Background: an optimization exercise with open tools, aiming at small area, a short achievable clock period and few clock cycles per item. Do not read the settings as production practice.
In this exercise RTL edits were held to simulation tests only and were not proved equivalent to the original.
No activity file was given, so power comes from the tool's default toggle rates.

==> design.v <==
package tksl_pkg;
    localparam logic [1:0] CMD_OFFER = 2'd0;
    localparam logic [1:0] CMD_READ  = 2'd1;
    localparam logic [1:0] CMD_CLEAR = 2'd2;
    localparam logic       REG_CAPACITY = 1'b0;
    localparam logic [4:0] CAP_RESET    = 5'd16;
endpackage
module tksl_cell (
    input  logic        i_clk,
    input  logic        i_we,
    input  logic [15:0] i_wid,
    input  logic [31:0] i_wscore,
    input  logic [31:0] i_cscore,
    output logic [15:0] o_id,
    output logic [31:0] o_score,
    output logic        o_ge
);
    logic [15:0] r_id;
    logic [31:0] r_score;
    assign o_ge    = !($signed(r_score) < $signed(i_cscore));
    assign o_id    = r_id;
    assign o_score = r_score;
    always_ff @(posedge i_clk) begin
        if (i_we) begin
            r_id    <= i_wid;
            r_score <= i_wscore;
        end
    end
endmodule
module top_k_score_list #(
    parameter int LIST_DEPTH = 16
) (
    input  logic        i_clk,
    input  logic        i_rst_n,
    input  logic        i_req_valid,
    output logic        i_req_ready,
    input  logic [1:0]  i_req_cmd,
    input  logic [15:0] i_req_hit_id,
    input  logic [31:0] i_req_hit_score,
    input  logic [3:0]  i_req_read_pos,
    output logic        o_rsp_valid,
    input  logic        o_rsp_ready,
    output logic        o_rsp_placed,
    output logic [3:0]  o_rsp_place_pos,
    output logic        o_rsp_dropped_valid,
    output logic [15:0] o_rsp_dropped_id,
    output logic [31:0] o_rsp_dropped_score,
    output logic        o_rsp_read_valid,
    output logic [15:0] o_rsp_read_id,
    output logic [31:0] o_rsp_read_score,
    output logic [4:0]  o_rsp_fill_count,
    input  logic        psel,
    input  logic        penable,
    input  logic        pwrite,
    input  logic [2:0]  paddr,
    input  logic [31:0] pwdata,
    output logic [31:0] prdata,
    output logic        pready
);
    localparam int D  = 16;
    localparam int RW = 60;    
    function automatic logic [4:0] f_eff_cap(input logic [4:0] cap);
        logic [4:0] res;
        if (cap == 5'd0) begin
            res = 5'd1;
        end else if (cap > 5'd16) begin
            res = 5'd16;
        end else begin
            res = cap;
        end
        f_eff_cap = res;
    endfunction
    logic [4:0] r_capacity;
    logic [4:0] r_eff_cap;
    logic       r_pready;
    logic [4:0] r_prdata;
    logic       w_cfg_wr;
    logic [4:0] w_new_cap;
    assign pready    = r_pready;
    assign prdata    = {27'd0, r_prdata};
    assign w_cfg_wr  = psel && penable && r_pready && pwrite && (paddr[2] == tksl_pkg::REG_CAPACITY);
    assign w_new_cap = f_eff_cap(pwdata[4:0]);
    always_ff @(posedge i_clk) begin
        if (!i_rst_n) begin
            r_pready <= 1'b0;
        end else begin
            r_pready <= psel && penable && !r_pready;
        end
        r_prdata <= (paddr[2] == tksl_pkg::REG_CAPACITY) ? r_capacity : 5'd0;
    end
    logic        r_skid_v;
    logic        w_adv;
    logic        w_acc;
    logic        r0_v;
    logic [1:0]  r0_cmd;
    logic [15:0] r0_id;
    logic [31:0] r0_score;
    logic [3:0]  r0_pos;
    logic        r1_v;
    logic [1:0]  r1_cmd;
    logic [15:0] r1_id;
    logic [31:0] r1_score;
    logic [3:0]  r1_pos;
    logic [D-1:0] r1_ge;       
    logic        r1_ge_p1;     
    logic        r1_ge_p2;     
    logic        r2_v;
    logic [15:0] r2_id;
    logic [31:0] r2_score;
    logic [D-1:0] r2_wsel;     
    logic [D-1:0] r2_rsel;     
    logic        r2_placed;
    logic [3:0]  r2_pos;
    logic        r2_dropped;
    logic        r2_read;
    logic [4:0]  r2_fill;
    logic [D-1:0] r3_wsel;     
    logic [D-1:0]     r_valid;
    logic [4*D-1:0]   r_rank;
    logic [4:0]       r_count;
    logic [D-1:0]     w_slot_we;
    logic [16*D-1:0]  w_slot_id;
    logic [32*D-1:0]  w_slot_score;
    logic [D-1:0]     w_slot_ge;
    assign w_adv       = !r_skid_v;
    assign i_req_ready = w_adv;
    assign w_acc       = i_req_valid && w_adv && i_rst_n;
    for (genvar g = 0; g < D; g++) begin : g_slot
        assign w_slot_we[g] = w_adv && r2_wsel[g];
        tksl_cell u_cell (
            .i_clk    (i_clk),
            .i_we     (w_slot_we[g]),
            .i_wid    (r2_id),
            .i_wscore (r2_score),
            .i_cscore (r0_score),
            .o_id     (w_slot_id[g*16 +: 16]),
            .o_score  (w_slot_score[g*32 +: 32]),
            .o_ge     (w_slot_ge[g])
        );
    end
    logic w_ge_p1;
    logic w_ge_p2;
    assign w_ge_p1 = !($signed(r1_score) < $signed(r0_score));
    assign w_ge_p2 = !($signed(r2_score) < $signed(r0_score));
    logic [D-1:0] w_ge_eff;
    logic [D-1:0] w_ge;
    logic [D-1:0] w_lt;
    logic [D-1:0] w_last;
    logic [D-1:0] w_free;
    logic [D-1:0] w_rsel;
    logic [D-1:0] w_wsel;
    logic [D-1:0] w_rdsel;
    logic         w_any_lt;
    logic         w_full;
    logic         w_offer;
    logic         w_read;
    logic         w_clear;
    logic         w_placed;
    logic         w_dropped;
    logic         w_rd_valid;
    logic [4:0]   w_ppos;
    logic [3:0]   w_last_rank;
    logic [4:0]   w_count_n;
    logic [4*D-1:0] w_rank_n;
    logic [D-1:0] w_valid_n;
    assign w_offer = r1_v && (r1_cmd == tksl_pkg::CMD_OFFER);
    assign w_read  = r1_v && (r1_cmd == tksl_pkg::CMD_READ);
    assign w_clear = r1_v && (r1_cmd == tksl_pkg::CMD_CLEAR);
    assign w_full      = r_count >= r_eff_cap;
    assign w_last_rank = r_count[3:0] - 4'd1;
    always_comb begin
        w_ppos = 5'd0;
        for (int i = 0; i < D; i++) begin
            w_ge_eff[i] = r2_wsel[i] ? r1_ge_p1 : (r3_wsel[i] ? r1_ge_p2 : r1_ge[i]);
            w_ge[i]     = r_valid[i] && w_ge_eff[i];
            w_lt[i]     = r_valid[i] && !w_ge_eff[i];
            w_last[i]   = r_valid[i] && (r_rank[4*i +: 4] == w_last_rank);
            w_rsel[i]   = r_valid[i] && (r_rank[4*i +: 4] == r1_pos);
            w_ppos      = w_ppos + 5'(w_ge[i]);
        end
        w_free = ~r_valid & (r_valid + 16'd1);    
    end
    assign w_any_lt   = |w_lt;
    assign w_placed   = w_offer && (!w_full || w_any_lt);
    assign w_dropped  = w_offer && w_full && w_any_lt;
    assign w_rd_valid = w_read && ({1'b0, r1_pos} < r_count);
    assign w_wsel     = !w_placed ? '0 : (w_full ? w_last : w_free);
    assign w_rdsel    = w_read ? w_rsel : (w_dropped ? w_last : '0);
    always_comb begin
        w_count_n = r_count;
        if (w_clear) begin
            w_count_n = 5'd0;
        end else if (w_offer && !w_full) begin
            w_count_n = r_count + 5'd1;
        end
        w_valid_n = w_clear ? '0 : (r_valid | w_wsel);
        for (int i = 0; i < D; i++) begin
            if (w_wsel[i]) begin
                w_rank_n[4*i +: 4] = w_ppos[3:0];
            end else if (w_placed && w_lt[i]) begin
                w_rank_n[4*i +: 4] = r_rank[4*i +: 4] + 4'd1;
            end else begin
                w_rank_n[4*i +: 4] = r_rank[4*i +: 4];
            end
        end
    end
    logic [47:0]   w_rd_ent;
    logic [RW-1:0] w_res;
    always_comb begin
        w_rd_ent = '0;
        for (int i = 0; i < D; i++) begin
            w_rd_ent = w_rd_ent | ({48{r2_rsel[i]}} & {w_slot_id[i*16 +: 16], w_slot_score[i*32 +: 32]});
        end
    end
    assign w_res = {r2_placed, r2_pos, r2_dropped, r2_read, r2_fill, w_rd_ent};
    logic          r_out_v;
    logic [RW-1:0] r_out;
    logic [RW-1:0] r_skid;
    logic          w_take;
    logic          w_new;
    assign w_take = r_out_v && o_rsp_ready;
    assign w_new  = w_adv && r2_v;
    always_ff @(posedge i_clk) begin
        if (!i_rst_n) begin
            r_out_v  <= 1'b0;
            r_skid_v <= 1'b0;
        end else if (r_skid_v) begin
            if (w_take) begin
                r_skid_v <= 1'b0;
            end
        end else if (w_new) begin
            if (r_out_v && !o_rsp_ready) begin
                r_skid_v <= 1'b1;
            end else begin
                r_out_v <= 1'b1;
            end
        end else if (w_take) begin
            r_out_v <= 1'b0;
        end
    end
    always_ff @(posedge i_clk) begin
        if (r_skid_v) begin
            if (o_rsp_ready) begin
                r_out <= r_skid;
            end
        end else if (!r_out_v || o_rsp_ready) begin
            r_out <= w_res;
        end
        if (!r_skid_v) begin
            r_skid <= w_res;
        end
    end
    assign o_rsp_valid         = r_out_v;
    assign o_rsp_placed        = r_out[59];
    assign o_rsp_place_pos     = r_out[58:55];
    assign o_rsp_dropped_valid = r_out[54];
    assign o_rsp_read_valid    = r_out[53];
    assign o_rsp_fill_count    = r_out[52:48];
    assign o_rsp_dropped_id    = r_out[54] ? r_out[47:32] : 16'd0;
    assign o_rsp_dropped_score = r_out[54] ? r_out[31:0]  : 32'd0;
    assign o_rsp_read_id       = r_out[53] ? r_out[47:32] : 16'd0;
    assign o_rsp_read_score    = r_out[53] ? r_out[31:0]  : 32'd0;
    always_ff @(posedge i_clk) begin
        if (!i_rst_n) begin
            r0_v <= 1'b0;
            r1_v <= 1'b0;
            r2_v <= 1'b0;
        end else if (w_adv) begin
            r0_v <= w_acc;
            r1_v <= r0_v;
            r2_v <= r1_v;
        end
    end
    always_ff @(posedge i_clk) begin
        if (w_adv) begin
            r0_cmd   <= i_req_cmd;
            r0_id    <= i_req_hit_id;
            r0_score <= i_req_hit_score;
            r0_pos   <= i_req_read_pos;
            r1_cmd   <= r0_cmd;
            r1_id    <= r0_id;
            r1_score <= r0_score;
            r1_pos   <= r0_pos;
            r1_ge    <= w_slot_ge;
            r1_ge_p1 <= w_ge_p1;
            r1_ge_p2 <= w_ge_p2;
            r2_id      <= r1_id;
            r2_score   <= r1_score;
            r2_wsel    <= w_wsel;
            r2_rsel    <= w_rdsel;
            r2_placed  <= w_placed;
            r2_pos     <= w_placed ? w_ppos[3:0] : 4'd0;
            r2_dropped <= w_dropped;
            r2_read    <= w_rd_valid;
            r2_fill    <= w_count_n;
            r3_wsel    <= r2_wsel;
            r_rank     <= w_rank_n;
        end
    end
    always_ff @(posedge i_clk) begin
        if (!i_rst_n) begin
            r_capacity <= tksl_pkg::CAP_RESET;
            r_eff_cap  <= 5'd16;
            r_count    <= 5'd0;
            r_valid    <= '0;
        end else if (w_cfg_wr) begin
            r_capacity <= pwdata[4:0];
            r_eff_cap  <= w_new_cap;
            if (r_count > w_new_cap) begin
                r_count <= w_new_cap;
            end
            for (int i = 0; i < D; i++) begin
                if ({1'b0, r_rank[4*i +: 4]} >= w_new_cap) begin
                    r_valid[i] <= 1'b0;
                end
            end
        end else if (w_adv) begin
            r_count <= w_count_n;
            r_valid <= w_valid_n;
        end
    end
endmodule
==> run.sh <==
#!/bin/bash
# synth_recipe.tcl (not shown) runs the flow's synth.tcl, then flattens the netlist and writes it again
# the make line also repeats each setting of config.mk as NAME=value (left out here)
make -C /OpenROAD-flow-scripts/flow DESIGN_CONFIG=/design/flow/config.mk WORK_HOME=/design/flow/orfs CLKGATE_MAP_FILE= SYNTH_SCRIPT=/design/flow/synth_recipe.tcl finish
==> config.mk <==
export PLATFORM = sky130hd
export DESIGN_NAME = top_k_score_list
export DESIGN_NICKNAME = top_k_score_list
export VERILOG_FILES = /design/flow/design.v
export SDC_FILE = /design/flow/constraint.sdc
export NUM_CORES = 4
export LEC_CHECK = 0
export CAP_MARGIN = 20
export CORE_MARGIN = 2
export CORE_UTILIZATION = 40
export PLACE_DENSITY = 0.6
export SLEW_MARGIN = 20
==> constraint.sdc <==
create_clock -name core_clock -period 6.0 [get_ports {i_clk}]
set_input_delay 1.2000 -clock core_clock [delete_from_list [all_inputs] [get_ports {i_clk}]]
set_output_delay 1.2000 -clock core_clock [all_outputs]
set_load 0.01 [all_outputs]
==> run summary <==
## cells in the mapped netlist (25+ instances only)
cell / instances
edfxtp_1: 1186
ha_1: 658
a21oi_1: 232
a22o_1: 198
a221oi_1: 196
o21ai_0: 192
a21o_1: 154
nand4_1: 151
nand2_1: 126
xor2_1: 126
inv_1: 115
clkbuf_1: 111
and2_1: 108
nand3_1: 74
mux2_2: 67
mux2i_1: 65
nor2_1: 57
nor2b_1: 53
dfxtp_1: 42
o211ai_1: 42
buf_4: 41
xnor2_1: 39
nand2b_1: 34
a211oi_1: 29
nor3_1: 26
buf_1: 25
nor4_1: 25
o21a_1: 25
## placed cells by master, fill, tap and decap left out, types with 21 or more instances in the layout
cell                n
nor2_1             57
mux2i_1            65
a22o_1            198
nand2b_1           34
xor2_1            126
nor3_1             26
conb_1             27
a211o_1            21
nand2_1           126
a211oi_1           29
clkbuf_1           30
edfxtp_1         1186
o21a_1             25
nor2b_1            37
ha_1              658
o211ai_1           42
clkinv_1           22
nand3_1            74
dfxtp_1            41
mux2_2             67
and2_1            108
o21ai_0           190
buf_4             105
nor4_1             25
xnor2_1            39
inv_1             115
clkbuf_16         139
a21oi_1           232
nand4_1           151
a221oi_1          196
a21o_1            154
clkdlybuf4s50_1   182
## final timing paths
path | cells past startpoint | slack (ps) | end | start
min | 0 | 420 | r1_pos[3] | r0_pos[3]
max | 17 | 560 | r_rank[54] | r1_ge_p2
max reg2reg | 17 | 560 | r_rank[54] | r1_ge_p2
min reg2reg | 0 | 420 | r1_pos[3] | r0_pos[3]
## power by group through the flow
stage / Combinational, uW / Clock [uW] / Sequential (uW)
floorplan: 615 / 0 / 9770
global placement: 958 / 0 / 9830
detailed placement: 983 / 0 / 9840
CTS: 989 / 8250 / 9660
global route: 1100 / 8580 / 9670
finish: 997 / 8140 / 9660
## registers in the layout (all words and copies together) (netlist names), 16 cells and up
register	cells
r1_ge	16
r1_id	16
r_out	60
r2_wsel	16
g_slot.u_cell.r_id	256
r0_score	32
r2_score	32
r2_id	16
g_slot.u_cell.r_score	512
r2_rsel	16
r_rank	64
r_valid	16
r1_score	32
r0_id	16
r3_wsel	16
r_skid	60
## logic make-up (layout without fill, tap and decap cells)
logic type,count (synthesis),count (layout),share of synthesized area
AND/OR/NAND/NOR,716,716,0.0650
multiplexers,132,132,0.0228
XOR/XNOR,166,166,0.0238
flip-flops,1228,1228,0.592
other,1,29,0.0000609
AO/OA/AOI/OAI,1182,1182,0.137
adder cells (fa/ha/maj),668,668,0.137
buffers and inverters,313,645,0.0222
## layer usage
layer,share of wire,track usage,up-vias
met5,0,0,-
met1,0.42,0.330,20500
met3,0.089,0.0502,331
met4,0.029,0.0765,0
li1,-,-,18100
met2,0.46,0.382,1962
## metrics by stage
stage,cells,util
2_1_floorplan,4432,-
3_3_place_gp,6555,0.434
3_5_place_dp,6558,0.434
4_1_cts,6793,0.462
5_1_grt,6795,0.462
6_report,6796,0.462
## final cells by class
class / instances / area (um^2) / share of cell area
inverters: 118 / 450 / 0.00640
multi-input cells: 2891 / 24000 / 0.340
flip-flops and latches: 1228 / 36500 / 0.518
well taps: 2030 / 2540 / 0.0361
clock buffers: 169 / 3590 / 0.0510
diodes: 2 / 5.00 / 0.0000711
clock inverters: 66 / 673 / 0.00956
repair buffers: 292 / 2710 / 0.0385
==> impl_metrics.csv <==
group,metric,value,unit
global_routing,grt_usage,0.241,
clock_tree,cts_setup_buffers,0,
route,first_pass_iters,5,
global_routing,grt-ovfl-total,0,
place,gp_congestion,0.919,
clock_tree,root_buffer,"clkbuf_16",
yosys,synth-edff-count,1186,
die,fp.coreArea,152000,um^2
clock_tree,cts_buffers,136,
die,die_area,157000,um^2
setup_path,crit_family,"adder cells",
die,initial_utilization,0.404,
power_and_ir_drop,p_sw,4370,uW
sta,maxSlewViolCount,0,
setup_path,critical-path-max-stage-delay,770,ps
die,die_h,396,um
global_routing,grt_max_degree,86,
sta,fmax,0.184,GHz
worst_hold_path,hp-class,"register to register",
final_layout,drive_gt1_frac,0.0833,
power_and_ir_drop,pwr-share-clk,0.433,
sta,period_minus_slack,5440,ps
clock_tree,clk_pin_slew_worst_paths,60,ps
yosys,synth_top_area_frac,0.579,
place,dpl_cell_area,66100,um^2
setup_path,crit_path_end_kind,"register",
yosys,yosys.cell_types.count,72,
setup_path,crit_top_cell,"fa_1",
power_and_ir_drop,p_leak,0.0262,uW
yosys,syn_area,61500,um^2
power_and_ir_drop,irDropWorstVdd,0.253,mV
global_routing,grt_pass1_vias,40700,
die,die_w,396,um
sta,skew,28.4,ps
sta,relSlewSlack,0.201,
setup_path,critPathBufInv,5,
sta,rsz0062_at_grt,"false",
yosys,synthTopCellsByArea,"edfxtp_1 58%, ha_1 13%, a22o_1 2.8%",
sta,hold_viol_final,0,
clock_tree,cts-htree-levels,4,
yosys,async_reset_ff_frac,0,
place,place_ws,581,ps
sta,finalSetupTns,0,ps
final_layout,post-route-cell-area,70400,um^2
setup_path,cp-start-kind,"register",
yosys,synth_area_per_cell,14.0,um^2
setup_path,cp.required,6530,ps
route,final_antenna_net_count,0,
clock_tree,hold_buffers,0,
yosys,ys_ff_latch,1228,
flow_run,drv_cap,0,
yosys,synthCells,4406,
power_and_ir_drop,p_comb_frac,0.053,
clock_tree,cts_tree,"built",
global_routing,grt_pass1_wl,277000,um
clock_tree,post_cts_resized,0,
route,initialDrtViolationCount,4371,
sta,fin_crit_sh,0.907,
clock_tree,clk_latency,800,ps
die,placementRows,143,
power_and_ir_drop,p_sw_frac,0.233,
power_and_ir_drop,report.power.total,18800,uW
yosys,ys_seq_area_frac,0.592,
route,drc_errors,0,
power_and_ir_drop,power.density,267,nW/um^2
sta,finalSetupViolCount,0,
setup_path,cpMaxStageDelayCell,"edfxtp_1",
clock_tree,clockBufferDepth,3,
setup_path,critPathKind,"register to register",
place,dp_hpwl,124000,um
final_layout,fillers,13400,
final_layout,area_growth,14.4,%
run_status,status,"no timing/DRC/antenna violations",
clock_tree,cts.sinks,1228,
route,wl_per_cell,28.2,um
power_and_ir_drop,seqPwrFrac,0.514,
setup_path,path_cells,"mux2i_1, o21ai_0, nand2_1, fa_1, inv_1, fa_1, inv_1, fa_1, inv_1, fa_1, ha_1, inv_1, fa_1, xor2_1, nand2_1, buf_4, o32a_1",
yosys,synth_ff_type,"edfxtp_1",
setup_path,crit_fanout,16,
power_and_ir_drop,p_int,14400,uW
sta,finalHoldWorstSlack,417,ps
route,vias,41000,
sta,setup_ws,558,ps
sta,worst_slew_pin_slew,1190,ps
die,ioPinCount,239,
yosys,synth_area_leader_cell,"edfxtp_1",
route,vias_per_cell,6.03,
route,routed_wirelength,192000,um
setup_path,crit_arrival,5970,ps
global_routing,antenna_found_initial,5,
yosys,yosysWarnings,2,
final_layout,nets,5431,
place,io_buffers,182,
Testbench counts, summed over its fixed seeds: cycles 24,032, items 24,000.

[port drivers added, routing unchanged]
How much do the figures lean on ideal ports? The routed layout below was timed once more, with nothing changed but the port constraints. Step 1 assumes that a clkbuf_16 drives the clock port and a buf_2 every other input. Step 2 moves the port delays by t, midway between the first and last clock arrival at a register: inputs arrive t later, outputs are due t later. That takes back most of the time a late clock gives input paths. Slacks: ideal ports / drivers / drivers and shift; pairs: ideal ports / drivers.
t, ns: 0.857
setup WS [ns]: 0.558 / 0.558 / 0.558
clock arrival spread, ns: 0.029 / 0.030
cell pins on the clock port's net: 1
After both steps this run still meets setup and hold. The setup slack of this run moves by 0.000 ns with the drivers and by 0.000 ns with both steps.
